This design comes from an exercise in tuning for small area, a short achievable clock period and few clock cycles on the open sky130 flow, not from production work. No run shown here included a check of the RTL's function; only the layout flow was run. Power figures rest on the tool's default switching activity, not on a simulated workload.

[flow/run.sh]
#!/bin/bash
# synth_recipe.tcl (not shown) runs the flow's synth.tcl, then flattens the netlist and writes it again
# the make line also repeats each setting of config.mk as NAME=value (left out here)
make -C /OpenROAD-flow-scripts/flow DESIGN_CONFIG=/design/flow/config.mk WORK_HOME=/design/flow/orfs CLKGATE_MAP_FILE= SYNTH_SCRIPT=/design/flow/synth_recipe.tcl finish
[flow/config.mk]
export PLATFORM = sky130hd
export DESIGN_NAME = lidar_scan_packet_deframer
export DESIGN_NICKNAME = lidar_scan_packet_deframer
export VERILOG_FILES = /design/flow/design.v
export SDC_FILE = /design/flow/constraint.sdc
export NUM_CORES = 4
export LEC_CHECK = 0
export ABC_CLOCK_PERIOD_IN_PS = 2100
export CAP_MARGIN = 20
export CORE_MARGIN = 2
export CORE_UTILIZATION = 30
export CTS_CLUSTER_DIAMETER = 100
export CTS_CLUSTER_SIZE = 30
export SETUP_SLACK_MARGIN = 2.2
export SLEW_MARGIN = 20
[flow/constraint.sdc]
create_clock -name core_clock -period 4.5 [get_ports {clk}]
set_input_delay 0.9000 -clock core_clock [delete_from_list [all_inputs] [get_ports {clk}]]
set_output_delay 0.9000 -clock core_clock [all_outputs]
set_load 0.01 [all_outputs]
[flow/design.v]
package lspd_pkg;
  localparam int MAX_SAMPLES = 40;
  localparam int CNT_W       = 7;
  localparam int SAMPLE_AW   = (MAX_SAMPLES > 1) ? $clog2(MAX_SAMPLES) : 1;
  localparam int NUM_W       = 6;
  localparam logic [7:0]       HDR0_BYTE      = 8'hAA;
  localparam logic [7:0]       HDR1_BYTE      = 8'h55;
  localparam logic [7:0]       TYPE_MAX       = 8'h01;
  localparam logic [7:0]       ZERO_PKT_COUNT = 8'h01;
  localparam logic [15:0]      XOR_SEED       = 16'h55AA;
  localparam logic [CNT_W-1:0] LIMIT_RESET    = CNT_W'(40);
  localparam logic [CNT_W-1:0] MAX_LIMIT      = CNT_W'(MAX_SAMPLES);
  localparam logic [7:0]       TALLY_SAT      = 8'd254;
  localparam logic [7:0]       TALLY_NEVER    = 8'd255;
  typedef enum logic [2:0] {
    ST_SAMPLE     = 3'd0,
    ST_BAD_HEADER = 3'd1,
    ST_BAD_TYPE   = 3'd2,
    ST_ZERO_COUNT = 3'd3,
    ST_BAD_COUNT  = 3'd4,
    ST_ANGLE_BIT  = 3'd5,
    ST_CHECKSUM   = 3'd6
  } status_t;
  typedef struct packed {
    logic    hold;
    logic    xor_word;
    logic    set_count;
    logic    set_first;
    logic    set_final;
    logic    store;
    logic    restart;
    logic    err_load;
    status_t err_code;
    logic    good;
    logic    drain_read;
    logic    drain_load;
  } ctrl_cmd_t;
  typedef struct packed {
    logic is_hdr0;
    logic is_hdr1;
    logic type_ok;
    logic angle_lsb;
    logic kind_bad;
    logic range_bad;
    logic last_sample;
    logic xor_ok;
    logic drain_last;
    logic out_busy;
  } dp_status_t;
endpackage
import lspd_pkg::*;
module lspd_regs
(
  input  logic             clk,
  input  logic             rst,
  input  logic             psel,
  input  logic             penable,
  input  logic             pwrite,
  input  logic [2:0]       paddr,
  input  logic [31:0]      pwdata,
  output logic [31:0]      prdata,
  output logic             pready,
  output logic [lspd_pkg::CNT_W-1:0] sample_limit,
  output logic [5:0]       count_max      
);
  localparam logic REG_SAMPLE_LIMIT = 1'b0;
  logic wr_en;
  assign pready = 1'b1;
  assign wr_en  = psel && penable && pwrite && pready && (paddr[2] == REG_SAMPLE_LIMIT);
  always_ff @(posedge clk) begin
    if (rst) begin
      sample_limit <= LIMIT_RESET;
      count_max    <= 6'd40;
    end else if (wr_en) begin
      sample_limit <= pwdata[CNT_W-1:0];
      count_max    <= (pwdata[CNT_W-1:0] > MAX_LIMIT) ? 6'd40 : pwdata[5:0];
    end
  end
  always_comb begin
    prdata = '0;
    if (paddr[2] == REG_SAMPLE_LIMIT) begin
      prdata = {{(32-CNT_W){1'b0}}, sample_limit};
    end
  end
endmodule
import lspd_pkg::*;
module lidar_scan_packet_deframer
(
  input  logic        clk,
  input  logic        rst,
  input  logic        s_tvalid,
  output logic        s_tready,
  input  logic [7:0]  s_tdata,
  output logic        m_tvalid,
  input  logic        m_tready,
  output logic [63:0] m_tdata,
  output logic [2:0]  m_tuser,
  output logic        m_tlast,
  input  logic        psel,
  input  logic        penable,
  input  logic        pwrite,
  input  logic [2:0]  paddr,
  input  logic [31:0] pwdata,
  output logic [31:0] prdata,
  output logic        pready
);
  localparam int DEPTH = 40;
  logic [CNT_W-1:0] sample_limit;
  lspd_regs u_regs (
    .clk          (clk),
    .rst          (rst),
    .psel         (psel),
    .penable      (penable),
    .pwrite       (pwrite),
    .paddr        (paddr),
    .pwdata       (pwdata),
    .prdata       (prdata),
    .pready       (pready),
    .sample_limit (sample_limit),
    .count_max    (cmax)
  );
  function automatic logic [5:0] inc40(input logic [5:0] p);
    inc40 = (p == 6'd39) ? 6'd0 : p + 6'd1;
  endfunction
  localparam int S_HDR0 = 0, S_HDR1 = 1, S_TYPE = 2, S_COUNT = 3, S_SA_LO = 4,
                 S_SA_HI = 5, S_EA_LO = 6, S_EA_HI = 7, S_CK_LO = 8, S_CK_HI = 9,
                 S_SMP_LO = 10, S_SMP_HI = 11, S_CKERR = 12;
  localparam logic [12:0] ST_HUNT = 13'd1;
  logic       rdy;
  logic       h_v;
  logic [7:0] h_b;
  logic       h_aa, h_55, h_le1, h_eq1, h_cok, h_hiok;
  logic       accept;
  logic       go;
  logic       stall;
  logic [5:0] cmax;
  logic [12:0] st, st_nx;
  logic [15:0] xsum;
  assign s_tready = rdy;
  assign accept   = s_tvalid && rdy;
  assign go       = h_v && !stall;
  always_ff @(posedge clk) begin
    if (rst) begin
      h_v <= 1'b0;
    end else if (!h_v || go) begin
      h_v <= accept;
    end
  end
  always_ff @(posedge clk) begin
    if (!h_v || go) begin
      h_b    <= s_tdata;
      h_aa   <= (s_tdata == 8'hAA);
      h_55   <= (s_tdata == 8'h55);
      h_le1  <= (s_tdata[7:1] == 7'd0);
      h_eq1  <= (s_tdata == 8'h01);
      h_cok  <= (s_tdata != 8'd0) && (s_tdata[7:6] == 2'b00) && (s_tdata[5:0] <= cmax);
      h_hiok <= (s_tdata == xsum[15:8]);
    end
  end
  logic [7:0]  held;
  logic [5:0]  p_c;        
  logic        p_t;
  logic [14:0] p_sa, p_ea;
  logic [5:0]  rem;        
  logic        lo_ok;      
  logic [15:0] word;
  logic        err;
  logic [2:0]  code;
  logic        last;       
  logic        good;
  logic        ckerr;
  logic [15:0] mem [0:DEPTH-1];
  logic [5:0]  wp, cp, rd;
  logic [5:0]  used;       
  logic        nz;         
  logic        cm_pend;    
  logic [5:0]  pp_start;   
  logic        ld;         
  logic        cm_pend_nx;
  logic        rd_first;   
  assign word  = {h_b, held};
  assign stall = full || (st[S_COUNT] && cm_pend) || st[S_CKERR];
  logic cnt_bad;
  assign cnt_bad = (held[0] && !h_eq1) || !h_cok;
  assign err = (st[S_HDR0] && !h_aa) || (st[S_HDR1] && !h_55) ||
               (st[S_TYPE] && !h_le1) || (st[S_COUNT] && cnt_bad) ||
               ((st[S_SA_LO] || st[S_EA_LO]) && !h_b[0]);
  assign good  = st[S_SMP_HI] && last && lo_ok && h_hiok;
  assign ckerr = st[S_SMP_HI] && last && !(lo_ok && h_hiok);
  always_comb begin
    code = 3'd5;
    if (st[S_HDR0] || st[S_HDR1]) code = 3'd1;
    if (st[S_TYPE]) code = 3'd2;
    if (st[S_COUNT]) code = (held[0] && !h_eq1) ? 3'd3 : 3'd4;
    if (st[S_CKERR]) code = 3'd6;
  end
  always_comb begin
    st_nx = '0;
    st_nx[S_HDR0]   = err || good;
    st_nx[S_HDR1]   = st[S_HDR0] && h_aa;
    st_nx[S_TYPE]   = st[S_HDR1] && h_55;
    st_nx[S_COUNT]  = st[S_TYPE] && h_le1;
    st_nx[S_SA_LO]  = st[S_COUNT] && !cnt_bad;
    st_nx[S_SA_HI]  = st[S_SA_LO] && h_b[0];
    st_nx[S_EA_LO]  = st[S_SA_HI];
    st_nx[S_EA_HI]  = st[S_EA_LO] && h_b[0];
    st_nx[S_CK_LO]  = st[S_EA_HI];
    st_nx[S_CK_HI]  = st[S_CK_LO];
    st_nx[S_SMP_LO] = st[S_CK_HI] || (st[S_SMP_HI] && !last);
    st_nx[S_SMP_HI] = st[S_SMP_LO];
    st_nx[S_CKERR]  = ckerr;
  end
  logic        cm1;        
  logic        full;       
  logic [15:0] wdata;
  assign cm1   = (go && err) || st[S_CKERR];
  assign wdata = st[S_SMP_HI] ? word : {13'd0, code};
  always_ff @(posedge clk) begin
    if (rst) begin
      st  <= ST_HUNT;
      rdy <= 1'b1;
    end else begin
      if (st[S_CKERR]) st <= ST_HUNT;
      else if (go) st <= st_nx;
      rdy <= !(((h_v && !go) || accept) &&
               ((go ? st_nx[S_COUNT] : st[S_COUNT]) && cm_pend_nx ||
                (go && ckerr) || full_nx));
    end
  end
  always_ff @(posedge clk) begin
    if (go) begin
      held <= h_b;
      if (st[S_HDR0]) xsum <= XOR_SEED;
      if (st[S_COUNT] || st[S_SA_HI] || st[S_EA_HI] || st[S_CK_HI] || st[S_SMP_HI])
        xsum <= xsum ^ word;
      if (st[S_COUNT]) begin
        p_c <= h_b[5:0];
        p_t <= held[0];
        rem  <= h_b[5:0];
        last <= (h_b[5:0] == 6'd1);
      end
      if (st[S_SMP_HI]) begin
        rem  <= rem - 6'd1;
        last <= (rem == 6'd2);
      end
      if (st[S_SA_HI]) p_sa <= word[15:1];
      if (st[S_EA_HI]) p_ea <= word[15:1];
      if (st[S_SMP_LO]) lo_ok <= (h_b == xsum[7:0]);
    end
  end
  logic       smp_go, cm_any, cfull;
  logic [5:0] uc0, uc1, ub, rd_nx, cp_nx;
  assign smp_go = go && st[S_SMP_HI];
  assign cm_any = cm1 || (smp_go && good);
  logic [5:0] rd_p1;
  logic       rd_eq_cp, rd1_eq_cp;
  assign rd_p1     = inc40(rd);
  assign rd_nx     = ld ? rd_p1 : rd;
  assign rd_eq_cp  = (rd == cp);
  assign rd1_eq_cp = (rd_p1 == cp);
  assign cp_nx  = cm_any ? inc40(wp) : cp;
  logic u_inc, full_nx;
  assign u_inc   = (go && err) || (smp_go && !ckerr);
  assign full_nx = ld ? (u_inc && full) :
                   st[S_CKERR] ? (ub == 6'd39) : u_inc ? (used == 6'd39) : full;
  always_comb begin
    if (st[S_CKERR]) begin
      uc0 = ub + 6'd1;     uc1 = ub;
    end else if (u_inc) begin
      uc0 = used + 6'd1;   uc1 = used;
    end else begin
      uc0 = used;          uc1 = used - 6'd1;
    end
  end
  always_ff @(posedge clk) begin
    if (rst) begin
      wp    <= '0;
      cp    <= '0;
      used  <= '0;
      full  <= 1'b0;
      nz    <= 1'b0;
      cfull <= 1'b0;
    end else begin
      used  <= ld ? uc1 : uc0;
      full  <= full_nx;
      cp    <= cp_nx;
      nz    <= cm_any || (ld ? !rd1_eq_cp : (cfull || !rd_eq_cp));
      cfull <= cm_any ? (ld ? (wp == rd) : (inc40(wp) == rd)) : (cfull && !ld);
      if (cm1) begin
        wp <= inc40(wp);
      end else if (smp_go && ckerr) begin
        wp <= cp;
      end else if (smp_go) begin
        wp <= inc40(wp);
      end
    end
  end
  logic [5:0] ub0, ub1;
  assign ub1 = used - p_c;
  assign ub0 = ub1 + 6'd1;
  always_ff @(posedge clk) begin
    if (smp_go && ckerr) ub <= ld ? ub1 : ub0;
  end
  always_ff @(posedge clk) begin
    if (!full) mem[wp] <= wdata;
    if (go && good) pp_start <= cp;
  end
  logic        pkt_act;    
  logic [5:0]  r_left;     
  logic [14:0] d_sa, d_ea;
  logic        d_t;
  logic [2:0]  out_code;
  logic [15:0] out_dist;
  logic [5:0]  out_i;
  logic        out_last;
  logic [7:0]  ftally;
  logic        rd_smp, rd_last;
  logic [15:0] rd_word;
  assign ld       = nz && (!m_tvalid || m_tready);
  logic pkt_act_nx, at_start_nx;
  assign pkt_act_nx  = (ld && rd_smp) ? !rd_last : pkt_act;
  assign cm_pend_nx  = (go && good) || (cm_pend && !(ld && rd_first));
  assign at_start_nx = (go && good) ? (ld ? rd1_eq_cp : rd_eq_cp)
                                    : (ld ? (rd_p1 == pp_start) : (rd == pp_start));
  assign rd_smp   = pkt_act || rd_first;
  assign rd_last  = pkt_act ? (r_left == 6'd1) : (p_c == 6'd1);
  logic [9:0] rd_g;
  logic [3:0] rd_s;
  logic [15:0] grp_word [0:9];
  always_comb begin
    for (int g = 0; g < 10; g++) begin
      grp_word[g] = '0;
      for (int k = 0; k < 4; k++) grp_word[g] = grp_word[g] | (mem[4*g+k] & {16{rd_s[k]}});
    end
    rd_word = '0;
    for (int g = 0; g < 10; g++) rd_word = rd_word | (grp_word[g] & {16{rd_g[g]}});
  end
  always_ff @(posedge clk) begin
    if (rst) begin
      rd       <= '0;
      rd_g     <= 10'd1;
      rd_s     <= 4'd1;
      cm_pend  <= 1'b0;
      pkt_act  <= 1'b0;
      rd_first <= 1'b0;
      m_tvalid <= 1'b0;
      ftally   <= 8'd255;
    end else begin
      if (ld) begin
        rd       <= rd_p1;
        rd_s     <= {rd_s[2:0], rd_s[3]};
        if (rd_s[3]) rd_g <= {rd_g[8:0], rd_g[9]};
        m_tvalid <= 1'b1;
        if (rd_smp) begin
          pkt_act <= pkt_act_nx;
          ftally  <= 8'd0;
        end else if (ftally < 8'd254) begin
          ftally  <= ftally + 8'd1;
        end
      end else if (m_tready) begin
        m_tvalid <= 1'b0;
      end
      cm_pend  <= cm_pend_nx;
      rd_first <= cm_pend_nx && !pkt_act_nx && at_start_nx;
    end
  end
  always_ff @(posedge clk) begin
    if (ld) begin
      if (rd_smp) r_left <= (pkt_act ? r_left : p_c) - 6'd1;
      if (rd_first) begin
        d_sa <= p_sa;
        d_ea <= p_ea;
        d_t  <= p_t;
      end else if (!rd_smp) begin
        d_sa <= '0;
        d_ea <= '0;
        d_t  <= 1'b0;
      end
      out_code <= rd_smp ? 3'd0 : rd_word[2:0];
      out_dist <= {rd_word[15:3], rd_smp ? rd_word[2:0] : 3'd0};
      out_i    <= pkt_act ? out_i + 6'd1 : 6'd0;
      out_last <= !rd_smp || rd_last;
    end
  end
  assign m_tdata = {3'b000, ftally, d_t, d_ea, d_sa, out_i, out_dist};
  assign m_tuser = out_code;
  assign m_tlast = out_last;
endmodule
==> results of run 1 <==
==> report_power, final <==
group,internal (mW),switching (mW)
clock,1.64,2.50
sequential,9.05,0.181
combinational,0.694,1.17
total,11.4,3.85
==> state kept, by name, indices dropped and copies added (netlist names), 10 cells and up <==
| register | flops |
|---|---|
| mem | 640 |
| out_dist | 16 |
| xsum | 16 |
| d_ea | 15 |
| d_sa | 15 |
| p_ea | 15 |
| p_sa | 15 |
| st | 13 |
| rd_g | 10 |
==> Yosys cell counts, types with 17 or more instances <==
cell      count
o21ai_0      29
mux2i_1      18
inv_1        41
nor2b_1      19
dfxtp_1      81
edfxtp_1    798
buf_4        30
a221oi_1     20
xor2_1       21
buf_1        27
ha_1         23
nor3_1       17
a22oi_1     367
nand2_1     269
a22o_1       19
and2_1       54
nand4_1      25
buf_2        21
a21oi_1      67
nand3_1      33
clkbuf_1     91
nor2_1      113
xnor2_1      69
==> cell type report <==
class,count,area [um^2],area share [%]
sequential,879,25600,65.0
multi-input combinational,1321,8580,21.8
timing repair buffer,219,2030,5.15
tap,1512,1890,4.80
clock buffer,60,1030,2.62
inverter,42,179,0.454
clock inverter,6,80.1,0.203
timing repair inverter,2,13.8,0.0349
antenna,1,2.50,0.00634
==> tightest hold or removal path: cells and delay by family, from the launching register on <==
family | cells | cell delay (ps)
AOI/OAI and AO/OA | 1 | 50
DFF | 1 | 330
and+or+nand+nor | 1 | 50
==> routing by layer <==
metal | vias up | global-route usage (%) | wire, um
met3 | 64 | 1.77 | 6190
met4 | 0 | 2.69 | 1230
li1 | 9283 | - | -
met2 | 689 | 24.2 | 42800
met5 | - | 0 | 0
met1 | 10500 | 21.5 | 40200
==> stage by stage <==
stage,setup WS (ps),hold WS [ps]
finish,2210,461
global route,2180,493
CTS,2140,462
detailed placement,1240,448
floorplan,2170,432
global placement,1240,442
==> what timing repair did <==
action                                  CTS  global route
endpoints found under the hold margin     0             0
pin swaps                                 5            13
endpoints found under the setup margin  224            87
buffers inserted                         15            21
hold buffers                              0             0
resized for setup                       168            33
cloned                                    4             3
==> path summary, 6_finish.rpt <==
check,to,slack (ps),depth (start not counted)
worst max-delay path,out_dist[4],2210,7
worst min-delay path,st[9],460,2
worst max register to register,out_dist[4],2210,7
worst min register to register,st[9],460,2
==> logic make-up after synthesis <==
family                     Yosys count  synth area share [%]
DFF                                879                  73.8
and+or+nand+nor                    595                  7.98
AOI/OAI and AO/OA                  555                  11.6
buffers and inverters              213                  2.75
xor gates and xnor gates            92                  2.37
adders and majority gates           24                 0.887
muxes                               22                 0.649
other                                2                0.0217
==> flow_metrics.env, run 1 <==
export IMPL_final_cell_mix="798 x edfxtp_1, 366 x a22oi_1, 269 x nand2_1, 109 x nor2_1, 99 x buf_4"
export IMPL_yosys_top_cells_area="edfxtp_1 69%, a22oi_1 7.9%, dfxtp_1 4.7%"
export IMPL_async_flop_share_pct=0
export IMPL_synth_area_um2=34700
export IMPL_drtPass1Iterations=6
export IMPL_power_density_nw_per_um2=386
export IMPL_drt_iter0_markers=2227
export IMPL_grt_pass1_wl_um=131000
export IMPL_postPlaceCellArea_um2=37600
export IMPL_hp_start="st[8]"
export IMPL_num_rows=124
export IMPL_routed_wl_um=90400
export IMPL_cts_inserted_buffers=36
export IMPL_core_region_area_um2=115000
export IMPL_clock_sinks=879
export IMPL_overflow=0
export IMPL_finalSetupTns_ps=0
export IMPL_maxSlewViolCount=0
export IMPL_htree_levels=2
export IMPL_gp_congestion=0.798
export IMPL_hold_viol=0
export IMPL_die_area_um2=118000
export IMPL_ioPinCount=153
export IMPL_crit_path_cell_trace="buf_4, buf_12, a22oi_1, nand2_1, a22o_1, a221oi_2, nand4_1"
export IMPL_fin_util_pct=34.4
export IMPL_synth_seq_cells=879
export IMPL_status="timing/DRC/antenna clean"
export IMPL_critPathMaxStageDelay_ps=470
export IMPL_yosysTopAreaCell="edfxtp_1"
export IMPL_crit_start="rd_s[0]"
export IMPL_finalNetCount=2575
export IMPL_yosysWarnings=3
export IMPL_drive_gt1_share_pct=10.6
export IMPL_path_buf_inv=2
export IMPL_syn_instance_count=2382
export IMPL_final_common_cell="edfxtp_1"
export IMPL_die_w_um=344
export IMPL_skew_ps=52.0
export IMPL_dp_cells=3932
export IMPL_wl_per_cell_um=22.4
export IMPL_power_leakage_nw=13.5
export IMPL_post_route_min_period_ps=2290
export IMPL_critPathLaunchType="flip-flop"
export IMPL_die_h_um=344
export IMPL_antenna_found_initial=0
export IMPL_worst_pin_slew_ps=1220
export IMPL_slowest_stage="dfxtp_4"
export IMPL_initial_core_util_pct=30.3
export IMPL_crit_family="compound AO/OA/AOI/OAI gates"
export IMPL_min_period_over_period_pct=50.9
export IMPL_setup_worst_path_class="reg2reg"
export IMPL_fmax_ghz=0.437
export IMPL_grt_use_total_pct=14.9
export IMPL_num_vias=20600
export IMPL_dp_hpwl_um=52000
export IMPL_grt_max_degree=63
export IMPL_cp_end_kind="flip-flop"
export IMPL_total_power_mw=15.2
export IMPL_syn_to_final_growth_pct=13.7
export IMPL_cts_tree="done"
export IMPL_stdcell_count=4042
export IMPL_rsz0062_at_grt="yes"
export IMPL_rr_startpoint="rd_s[0]"
export IMPL_slew_headroom_pct=18.9
export IMPL_seq_area_frac_synth_pct=73.8
export IMPL_synth_edf_count=798
export IMPL_ir_worst_vdd_mv=0.255
export IMPL_crit_arrival_ps=2640
export IMPL_clk_path_buf_depth=3
export IMPL_drv_cap=0
export IMPL_finalSetupViolCount=0
export IMPL_avgSynthCellArea_um2=14.6
export IMPL_root_buffer="clkbuf_16"
export IMPL_portBuffers=96
export IMPL_yosysUniqueCellTypes=76
export IMPL_cp_max_fo=27
export IMPL_worstSkewPairLatency_ps=630
export IMPL_first_global_vias=19300
export IMPL_vias_per_cell=5.09
export IMPL_drc=0
export IMPL_fin_area_um2=39400
export IMPL_clkTransAtPathRegs_ps=120
export IMPL_synth_flop_cell="edfxtp_1"
export IMPL_worst_endpoint_required_ps=4850
export IMPL_hold_path_class="reg2reg"
export IMPL_postRouteAntennaNets=0
export IMPL_synth_top_area_share_pct=69.1
export IMPL_fillers=11100
==> inputs of run 2 (changes only) <==
--- a/flow/config.mk
+++ b/flow/config.mk
@@ -6,5 +6,5 @@
 export NUM_CORES = 4
 export LEC_CHECK = 0
-export ABC_CLOCK_PERIOD_IN_PS = 2100
+export ABC_CLOCK_PERIOD_IN_PS = 2000
 export CAP_MARGIN = 20
 export CORE_MARGIN = 2
@@ -12,4 +12,4 @@
 export CTS_CLUSTER_DIAMETER = 100
 export CTS_CLUSTER_SIZE = 30
-export SETUP_SLACK_MARGIN = 2.2
+export SETUP_SLACK_MARGIN = 2.3
 export SLEW_MARGIN = 20
==> flow_metrics.env, run 2 <==
export IMPL_final_common_cell="edfxtp_1"
export IMPL_crit_path_cell_trace="buf_6, buf_4, a22oi_1, nand2_1, a22o_1, a221oi_1, nand4_1"
export IMPL_cts_tree="done"
export IMPL_skew_ps=43.2
export IMPL_finalSetupViolCount=0
export IMPL_ioPinCount=153
export IMPL_slew_headroom_pct=22.7
export IMPL_synth_top_family_by_area="compound AO/OA/AOI/OAI gates"
export IMPL_routed_wl_um=90100
export IMPL_syn_instance_count=2382
export IMPL_num_vias=20600
export IMPL_largest_register="mem"
export IMPL_drt_iter0_markers=2060
export IMPL_dp_slack_ps=1240
export IMPL_drc=0
export IMPL_gp_congestion=0.801
export IMPL_yosysWarnings=3
export IMPL_first_global_vias=19600
export IMPL_die_w_um=344
export IMPL_ir_worst_vdd_mv=0.238
export IMPL_cp_end_kind="flip-flop"
export IMPL_synth_area_um2=34700
export IMPL_cts_hold_buf=0
export IMPL_grt_use_total_pct=14.8
export IMPL_clk_path_buf_depth=3
export IMPL_yosysTopAreaCell="edfxtp_1"
export IMPL_wl_per_cell_um=22.2
export IMPL_synth_xor_area_share_pct=2.37
export IMPL_hold_path_class="reg2reg"
export IMPL_synth_simple_gate_area_share_pct=7.98
export IMPL_postPlaceCellArea_um2=37600
export IMPL_clkTransAtPathRegs_ps=110
export IMPL_cp_max_fo=26
export IMPL_clock_sinks=879
export IMPL_vias_per_cell=5.07
export IMPL_drive_gt1_share_pct=14.3
export IMPL_async_flop_share_pct=0
export IMPL_dp_hpwl_um=51300
export IMPL_avgSynthCellArea_um2=14.6
export IMPL_syn_to_final_growth_pct=15.5
export IMPL_worstSkewPairLatency_ps=620
export IMPL_post_route_min_period_ps=2220
export IMPL_finalSetupTns_ps=0
export IMPL_finalWorstSetupSlack_ps=2280
export IMPL_fin_util_pct=35.0
export IMPL_fin_area_um2=40100
export IMPL_worst_pin_slew_ps=1160
export IMPL_drv_cap=0
export IMPL_fillers=11000
export IMPL_grt_pass1_wl_um=130000
export IMPL_postRouteAntennaNets=0
export IMPL_htree_levels=2
export IMPL_num_rows=124
export IMPL_status="timing/DRC/antenna clean"
export IMPL_rsz0062_at_grt="yes"
export IMPL_maxSlewViolCount=0
export IMPL_die_h_um=344
export IMPL_portBuffers=96
export IMPL_yosys_top_cells_area="edfxtp_1 69%, a22oi_1 7.9%, dfxtp_1 4.7%"
export IMPL_fmax_ghz=0.451
export IMPL_antenna_found_initial=2
export IMPL_critPathMaxStageDelay_ps=410
export IMPL_reg_top3="mem (640), out_dist (16), xsum (16)"
export IMPL_yosys_top_cells_count="798 x edfxtp_1, 367 x a22oi_1, 269 x nand2_1, 113 x nor2_1, 91 x clkbuf_1"
export IMPL_largest_register_ffs=640
export IMPL_stdcell_count=4061
export IMPL_synth_edf_count=798
export IMPL_synthAdderAreaFrac_pct=0.887
export IMPL_yosysUniqueCellTypes=76
export IMPL_path_buf_inv=2
export IMPL_crit_arrival_ps=2520
export IMPL_drtPass1Iterations=8
export IMPL_seq_area_frac_synth_pct=73.8
export IMPL_synth_flop_cell="edfxtp_1"
export IMPL_min_period_over_period_pct=49.3
export IMPL_setup_worst_path_class="reg2reg"
export IMPL_worst_endpoint_required_ps=4800
export IMPL_cts_inserted_buffers=36
export IMPL_critPathLaunchType="flip-flop"
export IMPL_core_region_area_um2=115000
export IMPL_power_leakage_nw=13.7
export IMPL_total_power_mw=15.3
export IMPL_synth_top_area_share_pct=69.1
export IMPL_slowest_stage="dfxtp_4"
export IMPL_root_buffer="clkbuf_16"
export IMPL_grt_max_degree=53
export IMPL_initial_core_util_pct=30.3
export IMPL_synth_compound_area_share_pct=11.6
export IMPL_dp_cells=3933
export IMPL_crit_family="compound AO/OA/AOI/OAI gates"
export IMPL_finalNetCount=2594
export IMPL_hold_viol=0
export IMPL_muxShareOfSynthArea_pct=0.649
export IMPL_synth_seq_cells=879
export IMPL_final_cell_mix="798 x edfxtp_1, 350 x a22oi_1, 269 x nand2_1, 109 x buf_4, 108 x nor2_1"
export IMPL_whs_ps=465
export IMPL_overflow=0
export IMPL_power_density_nw_per_um2=383
export IMPL_die_area_um2=118000
export IMPL_synth_most_common_cell="edfxtp_1"
[run 2: cell counts after synthesis]
No cell type changed its count.
[run 2: what timing repair did]
action	CTS	global route
pin swaps	18	29
endpoints found under the setup margin	266	129
resized for setup	287	95
endpoints found under the hold margin	0	0
gates cloned	6	1
setup buffers	37	17
[run 2: tightest hold or removal path, delay by kind of cell, from the launching register on]
kind	cells	cell delay, ps
AO/OA/AOI/OAI	1	50
flip-flops	1	330
AND/OR/NAND/NOR	1	50
[run 2: cell type report]
class	count	area, um^2	share of cell area [%]
inverter	42	189	0.471
timing repair inverter	1	5.00	0.0125
antenna	1	2.50	0.00624
timing repair buffer	240	2300	5.74
clock buffer	60	1030	2.58
sequential	879	25600	64.0
multi-input combinational	1320	8920	22.3
clock inverter	6	86.3	0.215
tap	1512	1890	4.72
[run 2: where the power goes]
part	switching (mW)	internal (mW)	total, mW
sequential	0.160	9.05	9.21
combinational	1.23	0.795	2.02
clock	2.47	1.64	4.11
[run 2: kinds of logic after synthesis]
| family | Yosys count |
|---|---|
| AO/OA/AOI/OAI | 555 |
| XOR/XNOR | 92 |
| adder cells (fa/ha/maj) | 24 |
| buffers and inverters | 213 |
| flip-flops | 879 |
| multiplexers | 22 |
| other | 2 |
| AND/OR/NAND/NOR | 595 |
[run 2: metal layers]
layer	vias up	global-route usage (%)	routed length (um)
met2	693	23.7	42400
met3	87	2.35	6560
met5	-	0	11
li1	9320	-	-
met4	2	3.30	1710
met1	10500	21.2	39400
[run 2: worst paths after layout]
path,start,slack [ps],to,cells past startpoint
min,st[8],460,st[9],2
max,rd_s[3],2280,out_dist[10],7
max reg2reg,rd_s[3],2280,out_dist[10],7
min reg2reg,st[8],460,st[9],2
==> inputs of run 3 (changes only) <==
--- a/flow/config.mk
+++ b/flow/config.mk
@@ -9,5 +9,5 @@
 export CAP_MARGIN = 20
 export CORE_MARGIN = 2
-export CORE_UTILIZATION = 30
+export CORE_UTILIZATION = 35
 export CTS_CLUSTER_DIAMETER = 100
 export CTS_CLUSTER_SIZE = 30
==> flow_metrics.env, run 3 <==
export IMPL_routed_wl_um=93400
export IMPL_post_route_min_period_ps=2210
export IMPL_maxSlewViolCount=0
export IMPL_clock_sinks=879
export IMPL_wl_per_cell_um=24.4
export IMPL_final_common_cell="edfxtp_1"
export IMPL_htree_levels=2
export IMPL_reg_top3="mem (640), out_dist (16), xsum (16)"
export IMPL_overflow=0
export IMPL_core_region_area_um2=98300
export IMPL_cts_tree="done"
export IMPL_num_rows=115
export IMPL_synth_seq_cells=879
export IMPL_drv_cap=0
export IMPL_finalSetupViolCount=0
export IMPL_finalNetCount=2588
export IMPL_skew_ps=62.3
export IMPL_grt_use_total_pct=17.9
export IMPL_initial_core_util_pct=35.3
export IMPL_final_cell_mix="798 x edfxtp_1, 357 x a22oi_1, 267 x nand2_1, 105 x nor2_1, 104 x buf_4"
export IMPL_die_area_um2=102000
export IMPL_synth_area_um2=34700
export IMPL_critPathMaxStageDelay_ps=520
export IMPL_grt_pass1_wl_um=137000
export IMPL_drive_gt1_share_pct=13.6
export IMPL_min_period_over_period_pct=49.2
export IMPL_rsz0062_at_grt="yes"
export IMPL_drtPass1Iterations=6
export IMPL_fin_util_pct=40.4
export IMPL_gp_congestion=0.855
export IMPL_setup_worst_path_class="reg2out"
export IMPL_power_leakage_nw=13.6
export IMPL_drc=0
export IMPL_diodes=0
export IMPL_hold_viol=0
export IMPL_cts_inserted_buffers=36
export IMPL_syn_instance_count=2382
export IMPL_ioPinCount=153
export IMPL_drt_iter0_markers=2280
export IMPL_async_flop_share_pct=0
export IMPL_largest_register="mem"
export IMPL_clk_path_buf_depth=3
export IMPL_syn_to_final_growth_pct=14.5
export IMPL_die_h_um=319
export IMPL_critPathLaunchType="flip-flop"
export IMPL_largest_register_ffs=640
export IMPL_stdcell_count=3829
export IMPL_path_buf_inv=1
export IMPL_dp_hpwl_um=51800
export IMPL_grt_max_degree=53
export IMPL_dp_cells=3690
export IMPL_slew_headroom_pct=13.5
export IMPL_synth_top_area_share_pct=69.1
export IMPL_synth_flop_cell="edfxtp_1"
export IMPL_fin_area_um2=39700
export IMPL_postRouteAntennaNets=0
export IMPL_power_density_nw_per_um2=386
export IMPL_antenna_found_initial=1
export IMPL_worst_pin_slew_ps=1300
export IMPL_postPlaceCellArea_um2=37200
export IMPL_yosysWarnings=3
export IMPL_avgSynthCellArea_um2=14.6
export IMPL_cp_end_kind="output pin"
export IMPL_cp_max_fo=2
export IMPL_clkTransAtPathRegs_ps=100
export IMPL_num_vias=21000
export IMPL_root_buffer="clkbuf_16"
export IMPL_finalSetupTns_ps=0
export IMPL_finalWorstSetupSlack_ps=2290
export IMPL_dp_slack_ps=1170
export IMPL_seq_area_frac_synth_pct=73.8
export IMPL_portBuffers=96
export IMPL_crit_path_cell_trace="buf_2"
export IMPL_crit_arrival_ps=1310
export IMPL_status="timing/DRC/antenna clean"
export IMPL_slowest_stage="edfxtp_1"
export IMPL_yosysUniqueCellTypes=76
export IMPL_yosysTopAreaCell="edfxtp_1"
export IMPL_first_global_vias=20600
export IMPL_die_w_um=319
export IMPL_fillers=8904
export IMPL_worstSkewPairLatency_ps=620
export IMPL_worst_endpoint_required_ps=3600
export IMPL_total_power_mw=15.3
export IMPL_yosys_top_cells_count="798 x edfxtp_1, 367 x a22oi_1, 269 x nand2_1, 113 x nor2_1, 91 x clkbuf_1"
export IMPL_vias_per_cell=5.49
export IMPL_synth_most_common_cell="edfxtp_1"
export IMPL_ir_worst_vdd_mv=0.312
export IMPL_synth_edf_count=798
export IMPL_fmax_ghz=0.452
export IMPL_hold_path_class="reg2reg"
export IMPL_yosys_top_cells_area="edfxtp_1 69%, a22oi_1 7.9%, dfxtp_1 4.7%"
export IMPL_whs_ps=471
export IMPL_crit_family="flip-flops"
run 3: cell counts after synthesis:
Identical to the previous run, type by type.
run 3: cell families after synthesis:
logic type                 after synthesis  share of synthesized area (%)
AOI/OAI and AO/OA                      555                           11.6
xor gates and xnor gates                92                           2.37
adders and majority gates               24                          0.887
buffers and inverters                  213                           2.75
DFF                                    879                           73.8
muxes                                   22                          0.649
other                                    2                         0.0217
and+or+nand+nor                        595                           7.98
run 3: per-layer routing:
| metal | vias up | wire length, um | GRT usage [%] |
|---|---|---|---|
| met3 | 124 | 7160 | 2.81 |
| met5 | - | 0 | 0 |
| met4 | 0 | 2920 | 5.50 |
| met2 | 880 | 44900 | 29.4 |
| met1 | 10700 | 38400 | 24.5 |
| li1 | 9313 | - | - |
run 3: report_power, final:
part	internal (mW)	total, mW	switching [mW]
logic	0.768	2.01	1.24
registers	9.05	9.22	0.172
clock network	1.65	4.11	2.46
run 3: layout make-up:
cell class	instances	area (um^2)	area share (%)
clock buffers	61	1040	2.61
well taps	1287	1610	4.05
clock inverters	5	77.6	0.195
repair buffers	230	2240	5.65
flip-flops and latches	879	25600	64.6
inverters	42	179	0.450
repair inverters	2	13.8	0.0346
multi-input cells	1323	8920	22.5
run 3: worst paths after layout:
kind | slack, ps | cells past startpoint | start | end
worst min-delay path | 470 | 2 | u_regs.sample_limit[4] | u_regs.sample_limit[4]
worst max-delay path | 2290 | 1 | out_i[5] | m_tdata[21]
worst min register to register | 470 | 2 | u_regs.sample_limit[4] | u_regs.sample_limit[4]
worst max register to register | 2290 | 6 | rd_s[0] | out_dist[12]
run 3: what timing repair did:
action | CTS | global route
buffers inserted | 39 | 23
hold buffers | 0 | 0
setup endpoints to repair | 434 | 153
resized for setup | 266 | 88
gates cloned | 11 | 0
pin swaps | 20 | 19
==> inputs of run 4 (changes only) <==
--- a/flow/config.mk
+++ b/flow/config.mk
@@ -6,10 +6,10 @@
 export NUM_CORES = 4
 export LEC_CHECK = 0
-export ABC_CLOCK_PERIOD_IN_PS = 2000
+export ABC_CLOCK_PERIOD_IN_PS = 1900
 export CAP_MARGIN = 20
 export CORE_MARGIN = 2
-export CORE_UTILIZATION = 35
+export CORE_UTILIZATION = 30
 export CTS_CLUSTER_DIAMETER = 100
 export CTS_CLUSTER_SIZE = 30
-export SETUP_SLACK_MARGIN = 2.3
+export SETUP_SLACK_MARGIN = 2.45
 export SLEW_MARGIN = 20
==> flow_metrics.env, run 4 <==
export IMPL_routed_wl_um=99000
export IMPL_htree_levels=2
export IMPL_drv_cap=0
export IMPL_power_leakage_nw=14.5
export IMPL_crit_family="buffers and inverters"
export IMPL_die_area_um2=118000
export IMPL_cp_end_kind="flip-flop"
export IMPL_syn_instance_count=2382
export IMPL_path_buf_inv=4
export IMPL_crit_start="rd_s[2]"
export IMPL_overflow=0
export IMPL_first_global_vias=20500
export IMPL_yosys_top_cells_count="798 x edfxtp_1, 367 x a22oi_1, 269 x nand2_1, 113 x nor2_1, 91 x clkbuf_1"
export IMPL_dp_hpwl_um=52900
export IMPL_worst_endpoint_required_ps=4820
export IMPL_yosysUniqueCellTypes=76
export IMPL_finalNetCount=2683
export IMPL_wl_per_cell_um=23.9
export IMPL_syn_to_final_growth_pct=22.0
export IMPL_grt_pass1_wl_um=142000
export IMPL_largest_register_ffs=640
export IMPL_clkTransAtPathRegs_ps=110
export IMPL_ff_latch_area_um2=25700
export IMPL_drive_gt1_share_pct=24.9
export IMPL_ir_worst_vdd_mv=0.287
export IMPL_synth_edf_count=798
export IMPL_multiInputGateArea_um2=9870
export IMPL_final_cell_mix="798 x edfxtp_1, 297 x a22oi_1, 251 x nand2_1, 129 x buf_4, 71 x nor2_1"
export IMPL_synth_area_um2=34700
export IMPL_min_path_cells=2
export IMPL_die_w_um=344
export IMPL_stdcell_count=4146
export IMPL_vias_per_cell=5.21
export IMPL_slowest_stage="dfxtp_4"
export IMPL_fmax_ghz=0.450
export IMPL_diodes=0
export IMPL_portBuffers=96
export IMPL_synth_flop_cell="edfxtp_1"
export IMPL_synth_top_area_share_pct=69.1
export IMPL_total_power_mw=15.8
export IMPL_seq_area_frac_synth_pct=73.8
export IMPL_min_period_over_period_pct=49.4
export IMPL_root_buffer="clkbuf_16"
export IMPL_crit_path_cell_trace="buf_12, buf_12, buf_16, buf_6, a22oi_2, nand2_1, a22oi_2, nand4_1"
export IMPL_setup_worst_path_class="reg2reg"
export IMPL_cts_hold_buf=0
export IMPL_worstSkewPairLatency_ps=650
export IMPL_drc=0
export IMPL_hold_path_class="reg2reg"
export IMPL_cts_tree="done"
export IMPL_die_h_um=344
export IMPL_yosysTopAreaCell="edfxtp_1"
export IMPL_grt_max_degree=53
export IMPL_reg_top3="mem (640), out_dist (16), xsum (16)"
export IMPL_ff2ff_path_depth=8
export IMPL_critPathLaunchType="flip-flop"
export IMPL_fillers=10700
export IMPL_core_region_area_um2=115000
export IMPL_slew_headroom_pct=24.5
export IMPL_worst_pin_slew_ps=1130
export IMPL_drtPass1Iterations=5
export IMPL_drt_iter0_markers=2134
export IMPL_cts_inserted_buffers=37
export IMPL_critPathMaxStageDelay_ps=430
export IMPL_synth_most_common_cell="edfxtp_1"
export IMPL_rr_startpoint="rd_s[2]"
export IMPL_status="timing/DRC/antenna clean"
export IMPL_clk_path_buf_depth=3
export IMPL_crit_arrival_ps=2550
export IMPL_finalSetupViolCount=0
export IMPL_dp_cells=3908
export IMPL_yosysWarnings=3
export IMPL_skew_ps=42.9
export IMPL_cp_max_fo=8
export IMPL_avgSynthCellArea_um2=14.6
export IMPL_ioPinCount=153
export IMPL_async_flop_share_pct=0
export IMPL_initial_core_util_pct=30.3
export IMPL_maxSlewViolCount=0
export IMPL_antenna_found_initial=5
export IMPL_hold_viol=0
export IMPL_postRouteAntennaNets=0
export IMPL_finalSetupTns_ps=0
export IMPL_num_vias=21600
export IMPL_synth_seq_cells=879
export IMPL_rsz0062_at_grt="yes"
export IMPL_grt_use_total_pct=16.2
export IMPL_largest_register="mem"
export IMPL_num_rows=124
export IMPL_hp_start="u_regs.sample_limit[4]"
export IMPL_final_common_cell="edfxtp_1"
export IMPL_yosys_top_cells_area="edfxtp_1 69%, a22oi_1 7.9%, dfxtp_1 4.7%"
export IMPL_clock_sinks=879
export IMPL_post_route_min_period_ps=2220
export IMPL_path_depth=8
export IMPL_power_density_nw_per_um2=374
export IMPL_gp_congestion=0.806
run 4: changes by cell type in the layout (fill, tap and decap cells not counted), sizes merged, moves of 2 or more:
cell	delta
buf	+145
clkdlybuf4s15	-44
dlygate4sd2	-10
clkbuf	-6
bufbuf	+3
a21oi	-2
clkdlybuf4s50	-2
clkinv	+2
nand2	+2
run 4: worst register-to-register path: stages, from the launching register on:
cell	delay, ps
dfxtp_4	430
buf_12	180
buf_12	140
buf_16	130
buf_6	130
a22oi_2	170
nand2_1	100
a22oi_2	360
nand4_1	290
run 4: final timing paths:
| path | end | slack, ps |
|---|---|---|
| setup / recovery | out_dist[13] | 2280 |
| hold / removal | u_regs.sample_limit[4] | 460 |
| setup reg to reg | out_dist[13] | 2280 |
| hold reg to reg | u_regs.sample_limit[4] | 460 |
run 4: kinds of logic (layout without fill, tap and decap cells):
logic type               count (synthesis)  in the layout  synth area share, %
AO/OA/AOI/OAI                          555            559                 11.6
XOR/XNOR                                92             92                 2.37
adder cells (fa/ha/maj)                 24             24                0.887
buffers and inverters                  213            430                 2.75
flip-flops                             879            879                 73.8
multiplexers                            22             22                0.649
other                                    2             29               0.0217
AND/OR/NAND/NOR                        595            599                 7.98
run 4: per-stage QoR:
step | hold slack (ps) | instance area (um^2) | util, % | worst slack [ps]
final | 462 | 42300 | 36.9 | 2280
after global routing | 486 | 42300 | 36.9 | 2250
after floorplan | 432 | 35000 | - | 2170
after detailed placement | 447 | 37500 | 32.8 | 1020
after global placement | 444 | 37500 | 32.8 | 1030
after CTS | 462 | 41100 | 35.9 | 2180
run 4: final cells by class:
type                            count  area share, %
Sequential cell                   879           60.7
Multi-Input combinational cell   1325           23.3
Timing Repair Buffer              322           8.31
Tap cell                         1512           4.47
Clock buffer                       55           2.35
Inverter                           42          0.450
Clock inverter                      9          0.316
Timing Repair inverter              2         0.0503
run 4: layer usage:
metal  wire length, um  share of wire [%]  up-vias  global-route usage (%)
met4              3240                3.3        4                    4.92
met1             40700                 41    11100                    21.9
li1                  -                  -     9528                       -
met5                27              0.027        -                       0
met3              7190                7.3      144                    2.58
met2             47800                 48      844                    26.7
run 4: where the power goes:
| part | internal [mW] | leakage, nW | total, mW | switching, mW |
|---|---|---|---|---|
| combinational | 0.989 | 5.45 | 2.37 | 1.38 |
| clock | 1.63 | 0.539 | 4.22 | 2.59 |
| sequential | 9.06 | 8.50 | 9.22 | 0.158 |
run 4: what timing repair did:
item                                    in CTS  in global routing
endpoints found under the setup margin     896                507
buffers inserted                           109                 38
pin swaps                                   75                 79
resized for setup                          564                159
gates cloned                                21                  6
==> inputs of run 5 (changes only) <==
--- a/flow/config.mk
+++ b/flow/config.mk
@@ -6,10 +6,10 @@
 export NUM_CORES = 4
 export LEC_CHECK = 0
-export ABC_CLOCK_PERIOD_IN_PS = 1900
+export ABC_CLOCK_PERIOD_IN_PS = 2000
 export CAP_MARGIN = 20
 export CORE_MARGIN = 2
 export CORE_UTILIZATION = 30
 export CTS_CLUSTER_DIAMETER = 100
-export CTS_CLUSTER_SIZE = 30
-export SETUP_SLACK_MARGIN = 2.45
+export CTS_CLUSTER_SIZE = 28
+export SETUP_SLACK_MARGIN = 2.3
 export SLEW_MARGIN = 20
==> flow_metrics.env, run 5 <==
export IMPL_yosys_top_cells_count="798 x edfxtp_1, 367 x a22oi_1, 269 x nand2_1, 113 x nor2_1, 91 x clkbuf_1"
export IMPL_synth_area_um2=34700
export IMPL_maxSlewViolCount=0
export IMPL_crit_start="rd_s[2]"
export IMPL_core_region_area_um2=115000
export IMPL_root_buffer="clkbuf_16"
export IMPL_clock_sinks=879
export IMPL_post_route_min_period_ps=2310
export IMPL_cts_tree="done"
export IMPL_synth_most_common_cell="edfxtp_1"
export IMPL_async_flop_share_pct=0
export IMPL_ff2ff_path_depth=9
export IMPL_power_density_nw_per_um2=385
export IMPL_finalNetCount=2595
export IMPL_cp_max_fo=3
export IMPL_rsz0062_at_grt="yes"
export IMPL_slew_headroom_pct=11.6
export IMPL_die_h_um=344
export IMPL_yosysWarnings=3
export IMPL_portBuffers=96
export IMPL_yosysUniqueCellTypes=76
export IMPL_hold_viol=0
export IMPL_crit_arrival_ps=2650
export IMPL_reg_top3="mem (640), out_dist (16), xsum (16)"
export IMPL_finalSetupTns_ps=0
export IMPL_num_vias=20600
export IMPL_die_w_um=344
export IMPL_routed_wl_um=89900
export IMPL_wl_per_cell_um=22.1
export IMPL_fmax_ghz=0.433
export IMPL_synth_edf_count=798
export IMPL_min_period_over_period_pct=51.4
export IMPL_fin_area_um2=40000
export IMPL_first_global_vias=19600
export IMPL_slowest_stage="dfxtp_4"
export IMPL_worstSkewPairLatency_ps=640
export IMPL_drive_gt1_share_pct=14.6
export IMPL_seq_area_frac_synth_pct=73.8
export IMPL_worst_endpoint_required_ps=4840
export IMPL_postPlaceCellArea_um2=37600
export IMPL_dp_hpwl_um=51300
export IMPL_clockPowerShare_pct=27.2
export IMPL_drt_iter0_markers=2097
export IMPL_syn_instance_count=2382
export IMPL_hold_path_class="reg2reg"
export IMPL_power_net_switching_mw=3.87
export IMPL_p_seq_share_pct=59.9
export IMPL_power_leakage_nw=13.7
export IMPL_largest_register="mem"
export IMPL_cp_end_kind="flip-flop"
export IMPL_synth_seq_cells=879
export IMPL_grt_pass1_wl_um=131000
export IMPL_die_area_um2=118000
export IMPL_critPathMaxStageDelay_ps=380
export IMPL_yosys_top_cells_area="edfxtp_1 69%, a22oi_1 7.9%, dfxtp_1 4.7%"
export IMPL_gp_congestion=0.801
export IMPL_clk_path_buf_depth=3
export IMPL_cts_hold_buf=0
export IMPL_min_path_cells=2
export IMPL_syn_to_final_growth_pct=15.3
export IMPL_antenna_found_initial=2
export IMPL_setup_worst_path_class="reg2reg"
export IMPL_cell_internal_pwr_mw=11.5
export IMPL_grt_use_total_pct=14.9
export IMPL_ir_worst_vdd_mv=0.267
export IMPL_final_common_cell="edfxtp_1"
export IMPL_finalSetupViolCount=0
export IMPL_critPathLaunchType="flip-flop"
export IMPL_cts_inserted_buffers=38
export IMPL_drtPass1Iterations=7
export IMPL_clkTransAtPathRegs_ps=110
export IMPL_largest_register_ffs=640
export IMPL_synth_top_area_share_pct=69.1
export IMPL_ioPinCount=153
export IMPL_vias_per_cell=5.07
export IMPL_dp_slack_ps=1240
export IMPL_skew_ps=51.7
export IMPL_rr_startpoint="rd_s[2]"
export IMPL_status="timing/DRC/antenna clean"
export IMPL_pwr_share_comb_pct=12.9
export IMPL_num_rows=124
export IMPL_hp_start="st[8]"
export IMPL_initial_core_util_pct=30.3
export IMPL_htree_levels=2
export IMPL_worst_pin_slew_ps=1320
export IMPL_drv_cap=0
export IMPL_final_cell_mix="798 x edfxtp_1, 355 x a22oi_1, 269 x nand2_1, 109 x buf_4, 107 x nor2_1"
export IMPL_drc=0
export IMPL_synth_flop_cell="edfxtp_1"
export IMPL_postRouteAntennaNets=0
export IMPL_swShare_pct=25.2
export IMPL_finalWorstSetupSlack_ps=2190
export IMPL_fin_util_pct=34.9
export IMPL_yosysTopAreaCell="edfxtp_1"
export IMPL_crit_path_cell_trace="buf_12, buf_8, buf_6, a22oi_2, nand2_1, a22o_4, a221oi_4, and3_4, nor2_1"
export IMPL_avgSynthCellArea_um2=14.6
export IMPL_overflow=0
export IMPL_grt_max_degree=53
run 5: cell counts after synthesis:
No cell type changed its count.
run 5: layout make-up:
type                            count  area, um^2
Inverter                           42         189
Timing Repair Buffer              239        2210
Tap cell                         1512        1890
Multi-Input combinational cell   1320        8900
Sequential cell                   879       25600
Timing Repair inverter              1        5.00
Fill cell                       11000       74500
Clock inverter                      7        85.1
Clock buffer                       63        1070
Antenna cell                        1        2.50
run 5: power by group through the flow:
stage | logic (mW) | registers [mW] | clock network (mW)
floorplan | 1.04 | 9.38 | 0
global placement | 1.65 | 9.48 | 0
detailed placement | 1.67 | 9.48 | 0
CTS | 1.93 | 9.22 | 4.30
global route | 2.16 | 9.23 | 4.54
finish | 1.99 | 9.21 | 4.19
run 5: cells by family (layout without fill, tap and decap cells):
family                     Yosys count  in the layout  synth area share (%)
xor gates and xnor gates            92             92                  2.37
other                                2             30                0.0217
buffers and inverters              213            352                  2.75
adders and majority gates           24             24                 0.887
and+or+nand+nor                    595            596                  7.98
muxes                               22             22                 0.649
DFF                                879            879                  73.8
AOI/OAI and AO/OA                  555            557                  11.6
run 5: critical path: cells and delay by family (launching register included):
family	cells	cell delay (ps)
AO/OA/AOI/OAI	3	800
buffers and inverters	3	370
flip-flops	1	380
AND/OR/NAND/NOR	3	470
run 5: layer usage:
layer | track usage, % | vias up | wire (um)
li1 | - | 9309 | -
met3 | 2.65 | 88 | 6910
met2 | 23.6 | 754 | 42400
met1 | 21.2 | 10500 | 39000
met4 | 3.66 | 2 | 1620
met5 | 0 | - | 11
run 5: path summary, 6_finish.rpt:
path	endpoint	slack, ps
max reg2reg	out_dist[2]	2190
min	st[9]	470
min reg2reg	st[9]	470
max	out_dist[2]	2190
run 5: repair_timing:
| action | 4_1_cts | 5_1_grt |
|---|---|---|
| setup endpoints to repair | 259 | 160 |
| pin swaps | 18 | 23 |
| cloned | 6 | 0 |
| resized for setup | 295 | 95 |
| setup buffers | 39 | 15 |
run 5: per-stage QoR:
stage | instances | power (mW) | hold WS (ps)
after floorplan | 2409 | 10.4 | 432
after global placement | 3933 | 11.1 | 444
after detailed placement | 3933 | 11.1 | 450
after CTS | 4048 | 15.4 | 466
after global routing | 4063 | 15.9 | 491
final | 4064 | 15.4 | 469
==> inputs of run 6 (changes only) <==
--- a/flow/config.mk
+++ b/flow/config.mk
@@ -11,5 +11,6 @@
 export CORE_UTILIZATION = 30
 export CTS_CLUSTER_DIAMETER = 100
-export CTS_CLUSTER_SIZE = 28
+export CTS_CLUSTER_SIZE = 30
+export PLACE_DENSITY = 0.5
 export SETUP_SLACK_MARGIN = 2.3
 export SLEW_MARGIN = 20
==> flow_metrics.env, run 6 <==
export IMPL_status="timing/DRC/antenna clean"
export IMPL_slew_headroom_pct=14.5
export IMPL_skew_ps=41.7
export IMPL_synth_seq_cells=879
export IMPL_largest_register_ffs=640
export IMPL_htree_levels=2
export IMPL_grt_use_total_pct=16.3
export IMPL_antenna_found_initial=2
export IMPL_drive_gt1_share_pct=15.4
export IMPL_clkTransAtPathRegs_ps=120
export IMPL_worst_pin_slew_ps=1280
export IMPL_root_buffer="clkbuf_16"
export IMPL_syn_to_final_growth_pct=16.2
export IMPL_post_route_min_period_ps=2200
export IMPL_die_w_um=344
export IMPL_total_power_mw=15.5
export IMPL_synth_top_area_share_pct=69.1
export IMPL_async_flop_share_pct=0
export IMPL_clk_path_buf_depth=3
export IMPL_hold_viol=0
export IMPL_diodes=0
export IMPL_core_region_area_um2=115000
export IMPL_yosysTopAreaCell="edfxtp_1"
export IMPL_ff_latch_area_um2=25700
export IMPL_drtPass1Iterations=5
export IMPL_cts_inserted_buffers=37
export IMPL_initial_core_util_pct=30.3
export IMPL_overflow=0
export IMPL_cp_max_fo=26
export IMPL_seq_area_frac_synth_pct=73.8
export IMPL_routed_wl_um=99400
export IMPL_grt_max_degree=70
export IMPL_power_net_switching_mw=4.00
export IMPL_portBuffers=96
export IMPL_yosysUniqueCellTypes=76
export IMPL_whs_ps=468
export IMPL_postPlaceCellArea_um2=37500
export IMPL_vias_per_cell=5.16
export IMPL_maxSlewViolCount=0
export IMPL_avgSynthCellArea_um2=14.6
export IMPL_gp_congestion=0.788
export IMPL_largest_register="mem"
export IMPL_synth_area_um2=34700
export IMPL_synth_edf_count=798
export IMPL_p_seq_share_pct=59.4
export IMPL_dp_cells=3921
export IMPL_yosys_top_cells_count="798 x edfxtp_1, 367 x a22oi_1, 269 x nand2_1, 113 x nor2_1, 91 x clkbuf_1"
export IMPL_synth_most_common_cell="edfxtp_1"
export IMPL_cts_tree="done"
export IMPL_rsz0062_at_grt="yes"
export IMPL_fillers=11000
export IMPL_first_global_vias=20500
export IMPL_fin_area_um2=40300
export IMPL_final_cell_mix="798 x edfxtp_1, 348 x a22oi_1, 267 x nand2_1, 113 x buf_4, 106 x nor2_1"
export IMPL_finalSetupViolCount=0
export IMPL_dp_hpwl_um=55000
export IMPL_num_rows=124
export IMPL_die_h_um=344
export IMPL_swShare_pct=25.7
export IMPL_ir_worst_vdd_mv=0.263
export IMPL_power_leakage_nw=13.7
export IMPL_cell_internal_pwr_mw=11.5
export IMPL_critPathLaunchType="flip-flop"
export IMPL_min_period_over_period_pct=48.9
export IMPL_yosys_top_cells_area="edfxtp_1 69%, a22oi_1 7.9%, dfxtp_1 4.7%"
export IMPL_worst_endpoint_required_ps=4830
export IMPL_stdcell_count=4070
export IMPL_cp_end_kind="flip-flop"
export IMPL_reg_top3="mem (640), out_dist (16), xsum (16)"
export IMPL_drt_iter0_markers=2038
export IMPL_power_density_nw_per_um2=385
export IMPL_pwr_share_comb_pct=13.2
export IMPL_cts_hold_buf=0
export IMPL_drc=0
export IMPL_syn_instance_count=2382
export IMPL_grt_pass1_wl_um=141000
export IMPL_finalSetupTns_ps=0
export IMPL_yosysWarnings=3
export IMPL_postRouteAntennaNets=0
export IMPL_fmax_ghz=0.455
export IMPL_clock_sinks=879
export IMPL_crit_arrival_ps=2530
export IMPL_final_common_cell="edfxtp_1"
export IMPL_wl_per_cell_um=24.4
export IMPL_multiInputGateArea_um2=9050
export IMPL_synth_flop_cell="edfxtp_1"
export IMPL_num_vias=21000
export IMPL_ioPinCount=153
export IMPL_drv_cap=0
export IMPL_setup_worst_path_class="reg2reg"
export IMPL_clockPowerShare_pct=27.4
export IMPL_hold_path_class="reg2reg"
export IMPL_worstSkewPairLatency_ps=630
export IMPL_finalNetCount=2604
export IMPL_die_area_um2=118000
[run 6: cell count changes in the layout (fill, tap and decap cells not counted), moves of 4 or more]
cell	delta
a22oi_1	-7
a22oi_2	+7
buf_16	+5
buf_2	-4
buf_4	+4
buf_8	-5
clkbuf_1	-4
clkdlybuf4s15_1	+5
dfxtp_1	-5
dlygate4sd2_1	+4
o21ai_0	-4
o21ai_1	+4
[run 6: kinds of logic (layout without fill, tap and decap cells)]
kind of cell / Yosys count / count (layout) / share of synthesized area [%]
mux: 22 / 22 / 0.649
simple gates: 595 / 596 / 7.98
xor+xnor: 92 / 92 / 2.37
fa+ha+maj: 24 / 24 / 0.887
flops: 879 / 879 / 73.8
compound gates: 555 / 562 / 11.6
buf+inv: 213 / 354 / 2.75
other cells: 2 / 29 / 0.0217
[run 6: power by group through the flow]
stage	combinational [mW]	clock [mW]	sequential [mW]
floorplan	1.04	0	9.38
global placement	1.67	0	9.48
detailed placement	1.69	0	9.49
CTS	1.98	4.36	9.23
global route	2.22	4.62	9.25
finish	2.05	4.25	9.22
[run 6: final timing paths]
path                               from          end  slack, ps  cells after the start
worst max-delay path            rd_s[0]  out_dist[8]       2300                      7
worst min-delay path              st[8]        st[8]        470                      2
worst max register to register  rd_s[0]  out_dist[8]       2300                      7
worst min register to register    st[8]        st[8]        470                      2
[run 6: layer usage]
metal / GRT usage, % / share of wire (%) / up-vias
li1: - / - / 9348
met1: 21.8 / 43 / 10800
met2: 26.4 / 47 / 726
met3: 3.08 / 6.6 / 121
met4: 5.66 / 3.0 / 4
met5: 0.441 / 0.083 / -
[run 6: area by class of cell]
| class | instances | share of cell area, % |
|---|---|---|
| flip-flops and latches | 879 | 63.7 |
| multi-input cells | 1325 | 22.4 |
| repair buffers | 244 | 5.83 |
| well taps | 1512 | 4.69 |
| clock buffers | 59 | 2.61 |
| inverters | 42 | 0.469 |
| clock inverters | 8 | 0.273 |
| repair inverters | 1 | 0.0124 |
[run 6: timing repair]
action                     CTS  global route
setup endpoints to repair  401           230
setup buffers               56            14
cloned                       7             5
gates resized for setup    305            90
pin swaps                   24            24
[run 6: worst max-delay path, cell delays in order, from the launching register on]
cell,delay [ps]
dfxtp_4,440
buf_6,200
buf_12,190
a22oi_1,190
nand2_1,80
a22o_1,310
a221oi_4,330
nand4_1,170
[run 6: per-stage QoR]
stage | utilization [%] | setup WS (ps)
detailed placement | 32.8 | 1250
finish | 35.2 | 2300
global placement | 32.8 | 1280
CTS | 34.8 | 2180
floorplan | - | 2170
global route | 35.2 | 2250
==> inputs of run 7 (changes only) <==
--- a/flow/config.mk
+++ b/flow/config.mk
@@ -11,6 +11,5 @@
 export CORE_UTILIZATION = 30
 export CTS_CLUSTER_DIAMETER = 100
-export CTS_CLUSTER_SIZE = 30
-export PLACE_DENSITY = 0.5
+export CTS_CLUSTER_SIZE = 25
 export SETUP_SLACK_MARGIN = 2.3
 export SLEW_MARGIN = 20
==> flow_metrics.env, run 7 <==
export IMPL_finalSetupViolCount=0
export IMPL_fmax_ghz=0.442
export IMPL_dp_hpwl_um=51300
export IMPL_die_area_um2=118000
export IMPL_ff_latch_area_um2=25600
export IMPL_routed_wl_um=90000
export IMPL_power_leakage_nw=13.8
export IMPL_dp_cells=3933
export IMPL_status="timing/DRC/antenna clean"
export IMPL_synth_seq_cells=879
export IMPL_rsz0062_at_grt="yes"
export IMPL_setup_worst_path_class="reg2reg"
export IMPL_fillers=11000
export IMPL_drt_iter0_markers=1982
export IMPL_grt_max_degree=53
export IMPL_dp_slack_ps=1240
export IMPL_synth_area_um2=34700
export IMPL_root_buffer="clkbuf_16"
export IMPL_final_common_cell="edfxtp_1"
export IMPL_overflow=0
export IMPL_finalNetCount=2604
export IMPL_maxSlewViolCount=0
export IMPL_cts_tree="done"
export IMPL_skew_ps=36.5
export IMPL_crit_arrival_ps=2820
export IMPL_multiInputGateArea_um2=8930
export IMPL_portBuffers=96
export IMPL_finalSetupTns_ps=0
export IMPL_worst_endpoint_required_ps=5060
export IMPL_clkTransAtPathRegs_ps=100
export IMPL_ir_worst_vdd_mv=0.286
export IMPL_die_w_um=344
export IMPL_post_route_min_period_ps=2260
export IMPL_cp_end_kind="flip-flop"
export IMPL_stdcell_count=4076
export IMPL_postRouteAntennaNets=0
export IMPL_seq_area_frac_synth_pct=73.8
export IMPL_vias_per_cell=5.10
export IMPL_ioPinCount=153
export IMPL_syn_instance_count=2382
export IMPL_fin_util_pct=35.1
export IMPL_worst_pin_slew_ps=1220
export IMPL_largest_register_ffs=640
export IMPL_yosys_top_cells_area="edfxtp_1 69%, a22oi_1 7.9%, dfxtp_1 4.7%"
export IMPL_grt_pass1_wl_um=131000
export IMPL_synth_most_common_cell="edfxtp_1"
export IMPL_yosysWarnings=3
export IMPL_synth_edf_count=798
export IMPL_drive_gt1_share_pct=14.4
export IMPL_synth_top_area_share_pct=69.1
export IMPL_antenna_found_initial=1
export IMPL_clk_path_buf_depth=3
export IMPL_num_vias=20800
export IMPL_core_region_area_um2=115000
export IMPL_initial_core_util_pct=30.3
export IMPL_first_global_vias=19700
export IMPL_gp_congestion=0.801
export IMPL_htree_levels=2
export IMPL_cts_inserted_buffers=42
export IMPL_drv_cap=0
export IMPL_worstSkewPairLatency_ps=630
export IMPL_avgSynthCellArea_um2=14.6
export IMPL_power_density_nw_per_um2=390
export IMPL_die_h_um=344
export IMPL_num_rows=124
export IMPL_yosysTopAreaCell="edfxtp_1"
export IMPL_reg_top3="mem (640), out_dist (16), xsum (16)"
export IMPL_wl_per_cell_um=22.1
export IMPL_diodes=0
export IMPL_hold_path_class="reg2reg"
export IMPL_finalWorstSetupSlack_ps=2240
export IMPL_final_cell_mix="798 x edfxtp_1, 350 x a22oi_1, 268 x nand2_1, 110 x buf_4, 105 x nor2_1"
export IMPL_hold_viol=0
export IMPL_grt_use_total_pct=14.8
export IMPL_drtPass1Iterations=6
export IMPL_min_period_over_period_pct=50.3
export IMPL_slew_headroom_pct=18.6
export IMPL_critPathLaunchType="flip-flop"
export IMPL_yosys_top_cells_count="798 x edfxtp_1, 367 x a22oi_1, 269 x nand2_1, 113 x nor2_1, 91 x clkbuf_1"
export IMPL_drc=0
export IMPL_syn_to_final_growth_pct=15.9
export IMPL_yosysUniqueCellTypes=76
export IMPL_clock_sinks=879
export IMPL_async_flop_share_pct=0
export IMPL_largest_register="mem"
export IMPL_cp_max_fo=23
export IMPL_synth_flop_cell="edfxtp_1"
## run 7: cell counts after synthesis
Identical to the previous run, type by type.
## run 7: worst paths after layout
path	start	to	slack, ps	depth (start not counted)
worst max-delay path	pkt_act	rd_first	2240	8
worst min-delay path	st[8]	st[9]	470	2
worst max register to register	pkt_act	rd_first	2240	8
worst min register to register	st[8]	st[9]	470	2
## run 7: area by class of cell
class                   count  share of cell area, %
repair buffers            244                   5.70
clock buffers              72                   2.95
clock inverters             6                  0.205
flip-flops and latches    879                   63.7
inverters                  42                  0.464
multi-input cells        1320                   22.2
repair inverters            1                 0.0124
well taps                1512                   4.71
## run 7: power breakdown
group	switching, mW	internal (mW)	total (mW)
clock	2.56	1.86	4.41
combinational	1.23	0.809	2.04
sequential	0.162	9.05	9.21
## run 7: repair_timing
item	CTS	global route
pin swaps	12	33
hold buffers	0	0
buffers inserted	39	21
resized for setup	274	95
cloned	5	0
endpoints found under the setup margin	249	118
## run 7: per-layer routing
metal  track usage (%)  vias up  routed length [um]
met5                 0        -                   0
met4              2.96        0                1610
met3              1.77       92                6000
met2              23.8      750               42200
met1              21.5    10600               40200
li1                  -     9349                   -
## run 7: logic make-up (layout without fill, tap and decap cells)
logic type / count (synthesis) / in the layout / synth area share, %
flops: 879 / 879 / 73.8
compound gates: 555 / 557 / 11.6
buf+inv: 213 / 365 / 2.75
simple gates: 595 / 596 / 7.98
other cells: 2 / 29 / 0.0217
fa+ha+maj: 24 / 24 / 0.887
xor+xnor: 92 / 92 / 2.37
mux: 22 / 22 / 0.649
## run 7: per-stage QoR
step	hold slack (ps)	instance area (um^2)	total power, mW
3_3_place_gp	444	37600	11.1
2_1_floorplan	432	34900	10.4
3_5_place_dp	450	37600	11.1
4_1_cts	464	39700	15.6
5_1_grt	487	40200	16.2
6_report	466	40200	15.7
## run 7: critical path, stage by stage, from the launching register on
cell and delay (ps):
dfxtp_1 370, buf_12 210, mux2i_2 290, ha_1 190
or3b_2 510, nor2_2 130, nor2_1 60, nor4_1 290
a32o_1 160

## static timing again, ports no longer ideal
In the flow no input, the clock included, has a driving cell. The finished layouts below were timed again as built, in two steps.
Step 1, drivers: a clkbuf_16 drives clk and a buf_2 each remaining input, both assumed.
Step 2 times the ports against the registers' clock, not the clock port: input delays grow and output delays shrink by t, the midpoint of the rising clock arrivals with the driver on.
Three values: ideal ports, drivers, drivers and shift; two values: the first two.
| run | t, ns | setup slack, ns | latest minus earliest clock arrival (ns) |
|---|---|---|---|
| run 1 | 0.673 | 2.211 / 2.168 / 1.659 | 0.054 / 0.054 |
| run 2 | 0.669 | 2.284 / 2.258 / 1.756 | 0.044 / 0.043 |
| run 3 | 0.656 | 2.288 / 2.225 / 1.737 | 0.066 / 0.066 |
| run 4 | 0.688 | 2.275 / 2.253 / 1.874 | 0.053 / 0.053 |
| run 5 | 0.680 | 2.189 / 2.189 / 1.725 | 0.052 / 0.052 |
| run 6 | 0.678 | 2.300 / 2.265 / 1.720 | 0.045 / 0.045 |
| run 7 | 0.680 | 2.235 / 2.235 / 1.583 | 0.037 / 0.037 |
After both steps every run listed still meets setup and hold. For run 7, which loses most, drivers alone change the setup slack by 0.000 ns; drivers and shift together by -0.652 ns.
